Background: an optimization exercise with open tools, aiming at small area. Do not read the settings as production practice. The RTL was checked by simulation tests, not by an equivalence proof against the original design.

==> design/flow/design.v <==
package decode_pkg;
    localparam int word_w     = 32;
    localparam int reg_addr_w = 5;
    localparam int field_w    = 6;     
    localparam int shamt_w    = 5;
    localparam int imm16_w    = 16;
    localparam int reg_count  = 32;
    localparam int opcode_lsb = 26;
    localparam int rs_lsb     = 21;
    localparam int rt_lsb     = 16;
    localparam int rd_lsb     = 11;
    localparam int shamt_lsb  = 6;
    localparam int funct_lsb  = 0;
    localparam int imm16_lsb  = 0;
    typedef logic [word_w-1:0]     word_t;
    typedef logic [reg_addr_w-1:0] reg_addr_t;
    typedef logic [field_w-1:0]    opcode_t;
    typedef logic [field_w-1:0]    funct_t;
    localparam opcode_t op_special = 6'b000000;
    localparam opcode_t op_addi    = 6'b001000;
    localparam opcode_t op_addiu   = 6'b001001;
    localparam opcode_t op_slti    = 6'b001010;
    localparam opcode_t op_sltiu   = 6'b001011;
    localparam opcode_t op_andi    = 6'b001100;
    localparam opcode_t op_ori     = 6'b001101;
    localparam opcode_t op_xori    = 6'b001110;
    localparam opcode_t op_lui     = 6'b001111;
    localparam funct_t fn_sll  = 6'b000000;
    localparam funct_t fn_srl  = 6'b000010;
    localparam funct_t fn_sra  = 6'b000011;
    localparam funct_t fn_sllv = 6'b000100;
    localparam funct_t fn_srlv = 6'b000110;
    localparam funct_t fn_srav = 6'b000111;
    localparam funct_t fn_movz = 6'b001010;
    localparam funct_t fn_movn = 6'b001011;
    localparam funct_t fn_add  = 6'b100000;
    localparam funct_t fn_addu = 6'b100001;
    localparam funct_t fn_sub  = 6'b100010;
    localparam funct_t fn_subu = 6'b100011;
    localparam funct_t fn_and  = 6'b100100;
    localparam funct_t fn_or   = 6'b100101;
    localparam funct_t fn_xor  = 6'b100110;
    localparam funct_t fn_nor  = 6'b100111;
    localparam funct_t fn_slt  = 6'b101010;
    localparam funct_t fn_sltu = 6'b101011;
    typedef enum logic [7:0] {
        aluop_rst   = 8'b0000_0000,     
        aluop_srl   = 8'b0000_0010,
        aluop_sra   = 8'b0000_0011,
        aluop_movz  = 8'b0000_1010,
        aluop_movn  = 8'b0000_1011,
        aluop_add   = 8'b0010_0000,
        aluop_addu  = 8'b0010_0001,
        aluop_sub   = 8'b0010_0010,
        aluop_subu  = 8'b0010_0011,
        aluop_and   = 8'b0010_0100,
        aluop_or    = 8'b0010_0101,
        aluop_xor   = 8'b0010_0110,
        aluop_nor   = 8'b0010_0111,
        aluop_slt   = 8'b0010_1010,
        aluop_sltu  = 8'b0010_1011,
        aluop_addi  = 8'b0101_0101,
        aluop_addiu = 8'b0101_0110,
        aluop_slti  = 8'b0101_0111,
        aluop_sltiu = 8'b0101_1000,
        aluop_sll   = 8'b0111_1100
    } aluop_e;
    localparam aluop_e aluop_nop = aluop_sll;
    typedef enum logic [2:0] {
        alusel_none  = 3'b000,
        alusel_logic = 3'b001,
        alusel_shift = 3'b010,
        alusel_move  = 3'b011,
        alusel_arith = 3'b100
    } alusel_e;
    typedef enum logic [1:0] {
        imm_zext  = 2'd0,
        imm_sext  = 2'd1,
        imm_upper = 2'd2,
        imm_shamt = 2'd3
    } imm_kind_e;
endpackage
module inst_decoder (
    input  logic      rst,
    input  decode_pkg::word_t     inst_i,
    input  decode_pkg::word_t     rt_value_i,      
    output decode_pkg::aluop_e    aluop_o,
    output decode_pkg::alusel_e   alusel_o,
    output logic      wreg_o,
    output decode_pkg::reg_addr_t wd_o,
    output logic      reg1_read_o,
    output decode_pkg::reg_addr_t reg1_addr_o,
    output logic      reg2_read_o,
    output decode_pkg::reg_addr_t reg2_addr_o,
    output decode_pkg::imm_kind_e imm_kind_o
);
    decode_pkg::opcode_t   opcode;
    decode_pkg::funct_t    funct;
    decode_pkg::reg_addr_t rs;
    decode_pkg::reg_addr_t rt;
    decode_pkg::reg_addr_t rd;
    logic      wreg_raw;
    logic      wreg_nz;     
    logic      wreg_z;      
    logic      rt_nonzero;
    assign opcode = inst_i[decode_pkg::opcode_lsb +: decode_pkg::field_w];
    assign funct  = inst_i[decode_pkg::funct_lsb +: decode_pkg::field_w];
    assign rs     = inst_i[decode_pkg::rs_lsb +: decode_pkg::reg_addr_w];
    assign rt     = inst_i[decode_pkg::rt_lsb +: decode_pkg::reg_addr_w];
    assign rd     = inst_i[decode_pkg::rd_lsb +: decode_pkg::reg_addr_w];
    function automatic decode_pkg::aluop_e special_aluop(decode_pkg::funct_t fn);
        case (fn)
            decode_pkg::fn_and:          special_aluop = decode_pkg::aluop_and;
            decode_pkg::fn_or:           special_aluop = decode_pkg::aluop_or;
            decode_pkg::fn_xor:          special_aluop = decode_pkg::aluop_xor;
            decode_pkg::fn_nor:          special_aluop = decode_pkg::aluop_nor;
            decode_pkg::fn_sll, decode_pkg::fn_sllv: special_aluop = decode_pkg::aluop_sll;
            decode_pkg::fn_srl, decode_pkg::fn_srlv: special_aluop = decode_pkg::aluop_srl;
            decode_pkg::fn_sra, decode_pkg::fn_srav: special_aluop = decode_pkg::aluop_sra;
            decode_pkg::fn_movn:         special_aluop = decode_pkg::aluop_movn;
            decode_pkg::fn_movz:         special_aluop = decode_pkg::aluop_movz;
            decode_pkg::fn_add:          special_aluop = decode_pkg::aluop_add;
            decode_pkg::fn_addu:         special_aluop = decode_pkg::aluop_addu;
            decode_pkg::fn_sub:          special_aluop = decode_pkg::aluop_sub;
            decode_pkg::fn_subu:         special_aluop = decode_pkg::aluop_subu;
            decode_pkg::fn_slt:          special_aluop = decode_pkg::aluop_slt;
            decode_pkg::fn_sltu:         special_aluop = decode_pkg::aluop_sltu;
            default:         special_aluop = decode_pkg::aluop_nop;
        endcase
    endfunction
    function automatic decode_pkg::aluop_e imm_aluop(decode_pkg::opcode_t op);
        case (op)
            decode_pkg::op_andi:         imm_aluop = decode_pkg::aluop_and;
            decode_pkg::op_ori, decode_pkg::op_lui:  imm_aluop = decode_pkg::aluop_or;     
            decode_pkg::op_xori:         imm_aluop = decode_pkg::aluop_xor;
            decode_pkg::op_addi:         imm_aluop = decode_pkg::aluop_addi;
            decode_pkg::op_addiu:        imm_aluop = decode_pkg::aluop_addiu;
            decode_pkg::op_slti:         imm_aluop = decode_pkg::aluop_slti;
            decode_pkg::op_sltiu:        imm_aluop = decode_pkg::aluop_sltiu;
            default:         imm_aluop = decode_pkg::aluop_nop;
        endcase
    endfunction
    always_comb begin
        aluop_o     = decode_pkg::aluop_nop;
        alusel_o    = decode_pkg::alusel_none;
        wreg_raw    = 1'b0;
        wreg_nz     = 1'b0;
        wreg_z      = 1'b0;
        wd_o        = rd;
        reg1_read_o = 1'b0;
        reg1_addr_o = rs;
        reg2_read_o = 1'b0;
        reg2_addr_o = rt;
        imm_kind_o  = decode_pkg::imm_zext;
        if (rst) begin
            aluop_o     = decode_pkg::aluop_rst;
            wd_o        = '0;
            reg1_addr_o = '0;
            reg2_addr_o = '0;
        end else begin
            aluop_o = (opcode == decode_pkg::op_special) ? special_aluop(funct) : imm_aluop(opcode);
            case (opcode)
                decode_pkg::op_special: begin
                    case (funct)
                        decode_pkg::fn_and, decode_pkg::fn_or, decode_pkg::fn_xor, decode_pkg::fn_nor: begin
                            alusel_o    = decode_pkg::alusel_logic;
                            wreg_raw    = 1'b1;
                            reg1_read_o = 1'b1;
                            reg2_read_o = 1'b1;
                        end
                        decode_pkg::fn_sll, decode_pkg::fn_srl, decode_pkg::fn_sra: begin
                            alusel_o    = decode_pkg::alusel_shift;
                            wreg_raw    = 1'b1;
                            reg2_read_o = 1'b1;
                            imm_kind_o  = decode_pkg::imm_shamt;     
                        end
                        decode_pkg::fn_sllv, decode_pkg::fn_srlv, decode_pkg::fn_srav: begin
                            alusel_o    = decode_pkg::alusel_shift;
                            wreg_raw    = 1'b1;
                            reg1_read_o = 1'b1;
                            reg2_read_o = 1'b1;
                        end
                        decode_pkg::fn_movn, decode_pkg::fn_movz: begin
                            alusel_o    = decode_pkg::alusel_move;
                            wreg_nz     = (funct == decode_pkg::fn_movn);
                            wreg_z      = (funct == decode_pkg::fn_movz);
                            reg1_read_o = 1'b1;
                            reg2_read_o = 1'b1;
                        end
                        decode_pkg::fn_add, decode_pkg::fn_addu, decode_pkg::fn_sub, decode_pkg::fn_subu, decode_pkg::fn_slt, decode_pkg::fn_sltu: begin
                            alusel_o    = decode_pkg::alusel_arith;
                            wreg_raw    = 1'b1;
                            reg1_read_o = 1'b1;
                            reg2_read_o = 1'b1;
                        end
                        default: begin
                        end
                    endcase
                end
                decode_pkg::op_andi, decode_pkg::op_ori, decode_pkg::op_xori, decode_pkg::op_lui: begin
                    alusel_o    = decode_pkg::alusel_logic;
                    wreg_raw    = 1'b1;
                    wd_o        = rt;
                    reg1_read_o = 1'b1;     
                    imm_kind_o  = (opcode == decode_pkg::op_lui) ? decode_pkg::imm_upper : decode_pkg::imm_zext;
                end
                decode_pkg::op_addi, decode_pkg::op_addiu, decode_pkg::op_slti, decode_pkg::op_sltiu: begin
                    alusel_o    = decode_pkg::alusel_arith;
                    wreg_raw    = 1'b1;
                    wd_o        = rt;
                    reg1_read_o = 1'b1;
                    imm_kind_o  = decode_pkg::imm_sext;
                end
                default: begin
                end
            endcase
        end
    end
    assign rt_nonzero = |rt_value_i;
    assign wreg_o     = wreg_raw | (wreg_nz & rt_nonzero) | (wreg_z & ~rt_nonzero);
endmodule
module imm_gen (
    input  decode_pkg::word_t     inst_i,
    input  decode_pkg::imm_kind_e imm_kind_i,
    output decode_pkg::word_t     imm_o
);
    logic [decode_pkg::imm16_w-1:0] imm16;
    logic [decode_pkg::shamt_w-1:0] shamt;
    assign imm16 = inst_i[decode_pkg::imm16_lsb +: decode_pkg::imm16_w];
    assign shamt = inst_i[decode_pkg::shamt_lsb +: decode_pkg::shamt_w];
    always_comb begin
        case (imm_kind_i)
            decode_pkg::imm_zext: begin
                imm_o = {{(decode_pkg::word_w - decode_pkg::imm16_w){1'b0}}, imm16};
            end
            decode_pkg::imm_sext: begin
                imm_o = {{(decode_pkg::word_w - decode_pkg::imm16_w){imm16[decode_pkg::imm16_w-1]}}, imm16};     
            end
            decode_pkg::imm_upper: begin
                imm_o = {imm16, {(decode_pkg::word_w - decode_pkg::imm16_w){1'b0}}};
            end
            default: begin
                imm_o = {{(decode_pkg::word_w - decode_pkg::shamt_w){1'b0}}, shamt};
            end
        endcase
    end
endmodule
module operand_fwd (
    input  logic      rst,
    input  logic      read_i,
    input  decode_pkg::reg_addr_t addr_i,
    input  decode_pkg::word_t     reg_data_i,
    input  decode_pkg::word_t     imm_i,
    input  logic      ex_wreg_i,
    input  decode_pkg::reg_addr_t ex_wd_i,
    input  decode_pkg::word_t     ex_wdata_i,
    input  logic      mem_wreg_i,
    input  decode_pkg::reg_addr_t mem_wd_i,
    input  decode_pkg::word_t     mem_wdata_i,
    output decode_pkg::word_t     operand_o
);
    logic ex_hit;
    logic mem_hit;
    assign ex_hit  = read_i && ex_wreg_i && (ex_wd_i == addr_i);
    assign mem_hit = read_i && mem_wreg_i && (mem_wd_i == addr_i);
    always_comb begin
        if (rst) begin
            operand_o = '0;
        end else if (ex_hit) begin
            operand_o = ex_wdata_i;     
        end else if (mem_hit) begin
            operand_o = mem_wdata_i;
        end else if (read_i) begin
            operand_o = reg_data_i;
        end else begin
            operand_o = imm_i;
        end
    end
endmodule
module reg_file (
    input  logic      clk,
    input  logic      rst,
    input  decode_pkg::reg_addr_t raddr1_i,
    input  decode_pkg::reg_addr_t raddr2_i,
    output decode_pkg::word_t     rdata1_o,
    output decode_pkg::word_t     rdata2_o,
    input  logic      we_i,
    input  decode_pkg::reg_addr_t waddr_i,
    input  decode_pkg::word_t     wdata_i
);
    logic [decode_pkg::reg_count-1:0][decode_pkg::word_w-1:0] regs;     
    logic  wr_en;
    logic  byp1;
    logic  byp2;
    assign wr_en = we_i && (waddr_i != '0);     
    always_ff @(posedge clk) begin
        if (rst) begin
            for (int i = 0; i < decode_pkg::reg_count; i++) begin
                regs[i] <= '0;
            end
        end else if (wr_en) begin
            regs[waddr_i] <= wdata_i;
        end
    end
    assign byp1 = wr_en && (raddr1_i == waddr_i);
    assign byp2 = wr_en && (raddr2_i == waddr_i);
    assign rdata1_o = (raddr1_i == '0) ? '0 : (byp1 ? wdata_i : regs[raddr1_i]);
    assign rdata2_o = (raddr2_i == '0) ? '0 : (byp2 ? wdata_i : regs[raddr2_i]);
endmodule
module decode_stage (
    input   logic        clk,
    input   logic        rst,
    input   logic [31:0] inst_i,
    input   logic        ex_wreg_i,
    input   logic [4:0]  ex_wd_i,
    input   logic [31:0] ex_wdata_i,
    input   logic        mem_wreg_i,
    input   logic [4:0]  mem_wd_i,
    input   logic [31:0] mem_wdata_i,
    input   logic        wb_we_i,
    input   logic [4:0]  wb_waddr_i,
    input   logic [31:0] wb_wdata_i,
    output  logic [7:0]  aluop_o,
    output  logic [2:0]  alusel_o,
    output  logic        wreg_o,
    output  logic [4:0]  wd_o,
    output  logic [31:0] reg1_o,
    output  logic [31:0] reg2_o
);
    logic reg1_read;
    logic reg2_read;
    logic [4:0] reg1_addr;
    logic [4:0] reg2_addr;
    decode_pkg::imm_kind_e imm_kind;
    logic [31:0] imm;
    logic [31:0] rdata1;
    logic [31:0] rdata2;
    inst_decoder u_decoder (
        .rst         (rst),
        .inst_i      (inst_i),
        .rt_value_i  (reg2_o),     
        .aluop_o     (aluop_o),
        .alusel_o    (alusel_o),
        .wreg_o      (wreg_o),
        .wd_o        (wd_o),
        .reg1_read_o (reg1_read),
        .reg1_addr_o (reg1_addr),
        .reg2_read_o (reg2_read),
        .reg2_addr_o (reg2_addr),
        .imm_kind_o  (imm_kind)
    );
    imm_gen u_imm (
        .inst_i     (inst_i),
        .imm_kind_i (imm_kind),
        .imm_o      (imm)
    );
    reg_file u_regs (
        .clk      (clk),
        .rst      (rst),
        .raddr1_i (reg1_addr),
        .raddr2_i (reg2_addr),
        .rdata1_o (rdata1),
        .rdata2_o (rdata2),
        .we_i     (wb_we_i),
        .waddr_i  (wb_waddr_i),
        .wdata_i  (wb_wdata_i)
    );
    operand_fwd fwd_rs (
        .rst         (rst),
        .read_i      (reg1_read),
        .addr_i      (reg1_addr),
        .reg_data_i  (rdata1),
        .imm_i       (imm),
        .ex_wreg_i   (ex_wreg_i),
        .ex_wd_i     (ex_wd_i),
        .ex_wdata_i  (ex_wdata_i),
        .mem_wreg_i  (mem_wreg_i),
        .mem_wd_i    (mem_wd_i),
        .mem_wdata_i (mem_wdata_i),
        .operand_o   (reg1_o)
    );
    operand_fwd fwd_rt (
        .rst         (rst),
        .read_i      (reg2_read),
        .addr_i      (reg2_addr),
        .reg_data_i  (rdata2),
        .imm_i       (imm),
        .ex_wreg_i   (ex_wreg_i),
        .ex_wd_i     (ex_wd_i),
        .ex_wdata_i  (ex_wdata_i),
        .mem_wreg_i  (mem_wreg_i),
        .mem_wd_i    (mem_wd_i),
        .mem_wdata_i (mem_wdata_i),
        .operand_o   (reg2_o)
    );
endmodule
==> design/flow/run.sh <==
#!/bin/bash
# synth_recipe.tcl (not shown) runs the flow's synth.tcl, then flattens the netlist and writes it again
# the make line also repeats each setting of config.mk as NAME=value (left out here)
make -C /OpenROAD-flow-scripts/flow DESIGN_CONFIG=/design/flow/config.mk WORK_HOME=/design/flow/orfs CLKGATE_MAP_FILE= SYNTH_SCRIPT=/design/flow/synth_recipe.tcl finish
==> design/flow/config.mk <==
export PLATFORM = sky130hd
export DESIGN_NAME = decode_stage
export DESIGN_NICKNAME = decode_stage
export VERILOG_FILES = /design/flow/design.v
export SDC_FILE = /design/flow/constraint.sdc
export NUM_CORES = 4
export LEC_CHECK = 0
export ABC_CLOCK_PERIOD_IN_PS = 7000
export CAP_MARGIN = 20
export CORE_MARGIN = 2
export CORE_UTILIZATION = 30
export SLEW_MARGIN = 20
==> design/flow/constraint.sdc <==
create_clock -name core_clock -period 8.5 [get_ports {clk}]
set_input_delay 1.7000 -clock core_clock [delete_from_list [all_inputs] [get_ports {clk}]]
set_output_delay 1.7000 -clock core_clock [all_outputs]
set_load 0.01 [all_outputs]
==> qor.yml <==
detailed_routing:
  drcViolationCount: 0
  vias_per_cell: 6.80
  num_vias: 60100
  met3_length_um: 49500
  drt_iter0_markers: 11300
  drtAntennaViolNets: 0
  wl_per_cell_um: 34.9
  wl_met1_um: 109000
  met2_length_um: 124000
  highest_layer: "met5"
  first_pass_iters: 12
  wirelength_um: 308000
power_and_ir_drop:
  p_int_uw: 8380
  powerDensity_nw_per_um2: 176
  combPwrFrac_pct: 14.8
  p_total_uw: 11900
  switchingPower_uw: 3480
  seq_power_share_pct: 41.1
  leakage_uw: 0.0230
  ir_drop_mv: 0.213
  swShare_pct: 29.4
  p_clk_share_pct: 44.1
critical_path:
  cp_max_fo: 4
  critPathMaxStageDelay_ns: 0.58
  criticalPathCategory: "in2out"
  cp.required_ns: 6.80
  worst-path-buf-inv: 4
  reg2reg_depth: 2
  critPathLaunchType: "input pin"
  cp_cell_sequence: "clkdlybuf4s50_1 > inv_1 > ha_1 > and2_1 > ha_1 > nand2b_1 > a211o_2 > buf_4 > nor3_1 > nor4_1 > a21o_1 > or4_1 > or4b_1 > or4_1 > or4_1 > o211ai_1 > clkbuf_2"
  worstPathArrival_ns: 6.68
  worstSetupEndpointType: "output port"
  cp.depth: 17
  slowest_stage: "or4b_1"
  timing.critical_path.mode_cell: "or4_1"
  crit_family: "simple AND/OR/NAND/NOR gates"
timing:
  clock.fmax_mhz: 119
  rsz0062_at_grt: "no"
  finalMaxSlewViolations: 0
  finalHoldViolCount: 0
  worst_slew_pin_slew_ns: 1.39
  max-slew-margin-rel_pct: 7.33
  finClkSkew_ns: 0
  period_needed_ns: 8.38
  setup_viol: 0
  finalSetupTns_ns: 0
  fin_crit_sh_pct: 98.6
place:
  dp_hpwl_um: 191000
  gp_congestion: 1.04
  io_buffer_count: 227
global_route:
  antenna_found_initial: 26
  grt_pass1_wl_um: 425000
  grt_max_degree: 176
  grtUsageTotal_pct: 30.5
  grt_pass1_vias: 55200
  grt-ovfl-total: 0
synthesis:
  syn_area_per_cell_sq_um: 9.05
  yosysMostFrequentCell: "dfxtp_1"
  ys_warn_count: 4
  async_reset_ff_share_pct: 0
  yosysTopAreaCellShare_pct: 36.4
  ys_seq_elements: 1024
  synth_commonest_cells: "dfxtp_1 (1024), nor2_1 (932), a32oi_1 (775)"
  ys_seq_area_share_pct: 36.4
  synth_largest_area_cell: "dfxtp_1"
  syn_area_sq_um: 56300
  synthFlopType: "dfxtp_1"
  synthCells: 6222
  synth_area_leaders: "dfxtp_1 (36%), mux4_2 (15%), a32oi_1 (12%)"
  synth_edf_count: 0
  yosysUniqueCellTypes: 84
  synth_fp_nets: 6379
run_status:
  status: "complete, no violations"
clock_network:
  clkLatencyLatePin_ns: 0.77
  cts.sinks: 1024
  path_clk_slew_ns: 0.06
  cts_tree: "done"
  cts_made_buffers: 114
  clock_tree.root_cell: "clkbuf_16"
  cts_max_path_buffers: 3
  htreeDepth: 3
  cts_hold_buf: 0
final_layout:
  nFillCells: 18700
  reg_top3: "u_regs.regs: 1024 flops"
  top_register: "u_regs.regs"
  final_layout_size_suffix_gt1_share_pct: 19.2
  largest_reg_flops: 1024
  fin_nets: 6393
  syn2layout_area_growth_pct: 19.7
floorplan:
  core_area_sq_um: 187000
  ios: 229
  dieWidth_um: 437
  initial_core_util_pct: 30.1
  rows: 159
  die_area_sq_um: 191000
  die_y_um: 437
flow_run:
  cap_violations: 0
min_path:
  holdPathStages: 2
  hp-class: "reg2reg"
[cell families after synthesis]
| family | Yosys count | share of synthesized area, % |
|---|---|---|
| other cells | 1 | 0.00666 |
| simple gates | 1871 | 13.7 |
| fa+ha+maj | 9 | 0.200 |
| mux | 631 | 19.6 |
| flops | 1024 | 36.4 |
| compound gates | 1788 | 23.7 |
| buf+inv | 873 | 6.06 |
| xor+xnor | 25 | 0.389 |
[power by group through the flow]
stage | Combinational [uW] | Clock, uW | Sequential [uW]
finish | 1750 | 5230 | 4870
global route | 1740 | 5400 | 4880
CTS | 1650 | 5220 | 4870
detailed placement | 1650 | 0 | 4980
global placement | 1640 | 0 | 4980
floorplan | 810 | 0 | 4970
[worst reg2reg max path, cell delays in order (launching register included)]
cell	delay [ns]
dfxtp_1	0.34
a32oi_1	0.20
nor2_1	0.08
[layer usage]
metal  vias up  global-route usage [%]
li1      23700                       -
met1     29200                    38.0
met2      5782                    42.5
met3      1400                    12.1
met4        28                    22.1
met5         -                       0
[cell type report]
cell class | count | area, sq um | area share [%]
multi-input cells | 4325 | 32800 | 48.7
flip-flops and latches | 1024 | 20500 | 30.4
repair buffers | 726 | 6810 | 10.1
clock buffers | 168 | 3330 | 4.94
well taps | 2495 | 3120 | 4.63
clock inverters | 41 | 572 | 0.849
inverters | 45 | 169 | 0.251
diodes | 15 | 37.5 | 0.0557
[per-stage QoR]
| step | instances | utilization [%] | area, sq um | setup WS, ns | hold WS, ns |
|---|---|---|---|---|---|
| global route | 8826 | 36.0 | 67300 | 0.100 | 0.488 |
| CTS | 8824 | 36.0 | 67300 | 0.00236 | 0.468 |
| finish | 8839 | 36.0 | 67400 | 0.120 | 0.467 |
| global placement | 8614 | 33.9 | 63400 | -0.377 | 0.451 |
| floorplan | 6222 | - | 56300 | 1.19 | 0.442 |
| detailed placement | 8615 | 33.9 | 63400 | -0.352 | 0.460 |
[what timing repair did]
action | CTS | global route
resized for setup | 4 | 6
cloned | 0 | 0
hold endpoints to repair | 0 | 0
endpoints found under the setup margin | 1 | 1
pin swaps | 0 | 1
setup buffers | 0 | 0
[placed cells by master, fill, tap and decap left out, drive strengths merged, types with 54 or more instances in the layout]
| master | synthesis | final |
|---|---|---|
| buf | 117 | 504 |
| nor2b | 75 | 75 |
| clkdlybuf4s50 | 0 | 219 |
| o221ai | 57 | 57 |
| o22ai | 70 | 70 |
| o21ai | 142 | 142 |
| a221oi | 54 | 54 |
| clkbuf | 711 | 170 |
| a211oi | 55 | 55 |
| mux4 | 369 | 369 |
| a32oi | 775 | 775 |
| nand2 | 657 | 657 |
| nor2 | 932 | 932 |
| dfxtp | 1024 | 1024 |
| mux2 | 60 | 60 |
| a21oi | 391 | 391 |
| nor3 | 61 | 61 |
| mux2i | 202 | 202 |
[final timing paths]
check / to / slack [ns] / start
worst max-delay path: wreg_o / 0.12 / wb_waddr_i[1]
worst min-delay path: u_regs.regs[642] / 0.47 / u_regs.regs[642]
worst max register to register: u_regs.regs[972] / 7.73 / u_regs.regs[972]
worst min register to register: u_regs.regs[642] / 0.47 / u_regs.regs[642]

==> re-timing with driven ports <==
The flow's constraints put no driver on any port. The routed layout listed below was extracted and timed again, unchanged, in two steps. Step 1: set_driving_cell puts a clkbuf_16 on clk and a buf_2 on each other input, an assumption about the parent block. Step 2 also shifts input and output timing later by t, the mid clock arrival at the registers, as if the neighbouring blocks saw the same clock. Slacks: ideal / step 1 / step 2; pairs: ideal / step 1.
t, ns: 0.828
slack for setup (ns): 0.120 / 0.087 / 0.087
worst hold slack (ns): 0.467 / 0.467 / 0.467
After both steps this run still meets setup and hold. For this run, drivers alone change the setup slack by -0.033 ns; drivers and shift together by -0.033 ns.
